Source: an optimization exercise on an open RTL-to-GDS flow (aim: small area, a short achievable clock period and few clock cycles per item). Production flows keep margins and buffers that such runs may drop.
Power figures rest on the tool's default switching activity, not on a simulated workload.

## tetris_color_grid
module tetris_color_grid (
    input  logic                   clk,
    input  logic                   rst_n,
    input  logic                   place,
    input  piece_pkg::piece_type_t piece_type,
    input  piece_pkg::rotation_t   rotation,
    input  grid_pkg::cell_idx_t    location,
    input  logic                   clear,
    input  grid_pkg::row_mask_t    full_rows,
    output logic                   busy,
    input  grid_pkg::cell_idx_t    read_addr,
    output piece_pkg::color_t      read_data
);
Size in the first run: roughly 4100 cells after synthesis, roughly 620 flip-flops, ~49 I/O pins, ~43000 um^2 of cells after synthesis.
==> module color_grid_ram, before the edit <==
module color_grid_ram (
    input  logic                clk,
    input  grid_pkg::row_mask_t shift_1,
    input  grid_pkg::row_mask_t shift_2,
    input  logic                init,
    input  logic [grid_pkg::GRID_CELLS-1:0] hit,
    input  piece_pkg::color_t   wr_data,
    input  grid_pkg::cell_idx_t read_addr,
    output piece_pkg::color_t   read_data
);
    localparam int N = grid_pkg::GRID_CELLS;
    localparam int C = grid_pkg::GRID_COLS;
    piece_pkg::color_t mem [N];
    always_ff @(posedge clk) begin
        for (int i = 0; i < N; i++) begin
            if (shift_1[i / C] | shift_2[i / C] | init | hit[i]) begin
                mem[i] <= ({3{shift_1[i / C]}} & ((i + C < N) ? mem[(i + C) % N] : 3'd0))
                        | ({3{shift_2[i / C]}} & ((i + 2 * C < N) ? mem[(i + 2 * C) % N] : 3'd0))
                        | wr_data;
            end
        end
    end
    localparam int NB = (N + 15) / 16;
    piece_pkg::color_t blk [NB];
    always_comb begin
        for (int b = 0; b < NB; b++) begin
            blk[b] = '0;
            for (int j = 0; j < 16; j++) begin
                if (b * 16 + j < N && read_addr[3:0] == j) blk[b] = mem[(b * 16 + j) % N];
            end
        end
        read_data = '0;
        for (int b = 0; b < NB; b++) begin
            if (read_addr[7:4] == b) read_data = blk[b];
        end
    end
endmodule
==> module tetris_color_grid, before the edit <==
module tetris_color_grid (
    input  logic                   clk,
    input  logic                   rst_n,
    input  logic                   place,
    input  piece_pkg::piece_type_t piece_type,
    input  piece_pkg::rotation_t   rotation,
    input  grid_pkg::cell_idx_t    location,
    input  logic                   clear,
    input  grid_pkg::row_mask_t    full_rows,
    output logic                   busy,
    input  grid_pkg::cell_idx_t    read_addr,
    output piece_pkg::color_t      read_data
);
    localparam int N = grid_pkg::GRID_CELLS;
    logic                   init;
    logic                   do_place;
    grid_pkg::row_mask_t    shift_1;
    grid_pkg::row_mask_t    shift_2;
    logic [12:0]            hi [4];
    logic [15:0]            lo [4];
    logic [N-1:0]           hit;
    piece_pkg::color_t      wr_data;
    piece_cell_decoder decode_i (
        .en         (do_place),
        .piece_type (piece_type),
        .rotation   (rotation),
        .location   (location),
        .hi_0       (hi[0]),
        .hi_1       (hi[1]),
        .hi_2       (hi[2]),
        .hi_3       (hi[3]),
        .lo_0       (lo[0]),
        .lo_1       (lo[1]),
        .lo_2       (lo[2]),
        .lo_3       (lo[3])
    );
    grid_update_fsm execute_i (
        .clk       (clk),
        .rst_n     (rst_n),
        .place     (place),
        .clear     (clear),
        .full_rows (full_rows),
        .busy      (busy),
        .init      (init),
        .do_place  (do_place),
        .shift_1   (shift_1),
        .shift_2   (shift_2)
    );
    always_comb begin
        for (int i = 0; i < N; i++) begin
            hit[i] = 1'b0;
            for (int k = 0; k < 4; k++) begin
                hit[i] = hit[i] | (hi[k][i / 16] & lo[k][i % 16]);
            end
        end
    end
    assign wr_data = do_place ? piece_type : 3'd0;
    color_grid_ram result_i (
        .clk       (clk),
        .shift_1   (shift_1),
        .shift_2   (shift_2),
        .init      (init),
        .hit       (hit),
        .wr_data   (wr_data),
        .read_addr (read_addr),
        .read_data (read_data)
    );
endmodule
==> flow/config.mk <==
export PLATFORM = sky130hd
export DESIGN_NAME = tetris_color_grid
export DESIGN_NICKNAME = tetris_color_grid
export VERILOG_FILES = /design/flow/design.v
export SDC_FILE = /design/flow/constraint.sdc
export NUM_CORES = 4
export LEC_CHECK = 0
export CAP_MARGIN = 20
export CORE_MARGIN = 2
export CORE_UTILIZATION = 40
export SETUP_SLACK_MARGIN = 2.5
export SLEW_MARGIN = 20
export SYNTH_HIERARCHICAL = 1
==> flow/constraint.sdc <==
create_clock -name core_clock -period 7.0 [get_ports {clk}]
set_input_delay 1.4000 -clock core_clock [delete_from_list [all_inputs] [get_ports {clk}]]
set_output_delay 1.4000 -clock core_clock [all_outputs]
set_load 0.01 [all_outputs]
run.sh (not shown) runs the stock make flow with config.mk's settings and CLKGATE_MAP_FILE= SYNTH_SCRIPT=/design/flow/synth_recipe.tcl, a recipe that flattens the netlist after the stock synthesis.
Then changed:
--- a/flow/design.v
+++ b/flow/design.v
@@ -251,14 +251,20 @@
 );
     localparam int N = grid_pkg::GRID_CELLS;
     localparam int C = grid_pkg::GRID_COLS;
     piece_pkg::color_t mem [N];
+    piece_pkg::color_t fill [grid_pkg::GRID_ROWS];
+    always_comb begin
+        for (int r = 0; r < grid_pkg::GRID_ROWS; r++) begin
+            fill[r] = wr_data & {3{!(shift_1[r] | shift_2[r] | init)}};
+        end
+    end
     always_ff @(posedge clk) begin
         for (int i = 0; i < N; i++) begin
             if (shift_1[i / C] | shift_2[i / C] | init | hit[i]) begin
                 mem[i] <= ({3{shift_1[i / C]}} & ((i + C < N) ? mem[(i + C) % N] : 3'd0))
                         | ({3{shift_2[i / C]}} & ((i + 2 * C < N) ? mem[(i + 2 * C) % N] : 3'd0))
-                        | wr_data;
+                        | fill[i / C];
             end
         end
     end
     localparam int NB = (N + 15) / 16;
@@ -331,9 +337,9 @@
                 hit[i] = hit[i] | (hi[k][i / 16] & lo[k][i % 16]);
             end
         end
     end
-    assign wr_data = do_place ? piece_type : 3'd0;
+    assign wr_data = piece_type;
     color_grid_ram result_i (
         .clk       (clk),
         .shift_1   (shift_1),
         .shift_2   (shift_2),
Effect: Power is higher by roughly a tenth. Via count grows by a few percent. Die area came out higher slightly. Synthesized area increases slightly. Setup slack improved by 0.14 ns. Sequential power climbs by a few percent. Cell area rose slightly.
No run of this note included a check of the RTL's function; only the layout flow was run.

## afterwards: timing with drivers on the ports
How much do the figures lean on ideal ports? The routed layouts below were timed once more, with nothing changed but the port constraints. Step 1, drivers: a clkbuf_16 drives clk and a buf_2 each remaining input, both assumed. Step 2 moves the port delays by t, midway between the first and last clock arrival at a register: inputs arrive t later, outputs are due t later. That takes back most of the time a late clock gives input paths. a / b / c = ideal / step 1 / step 2; a / b = the first two.
run	t, ns	slack for setup (ns)	worst data-port slew with drivers (ns)
the first run	0.678	1.416 / 1.068 / 1.068	0.41
the second run	0.738	1.556 / 1.227 / 1.227	0.42
After both steps setup and hold are still met in every run listed. For the first run, which loses most, drivers alone change the setup slack by -0.348 ns; drivers and shift together by -0.348 ns.
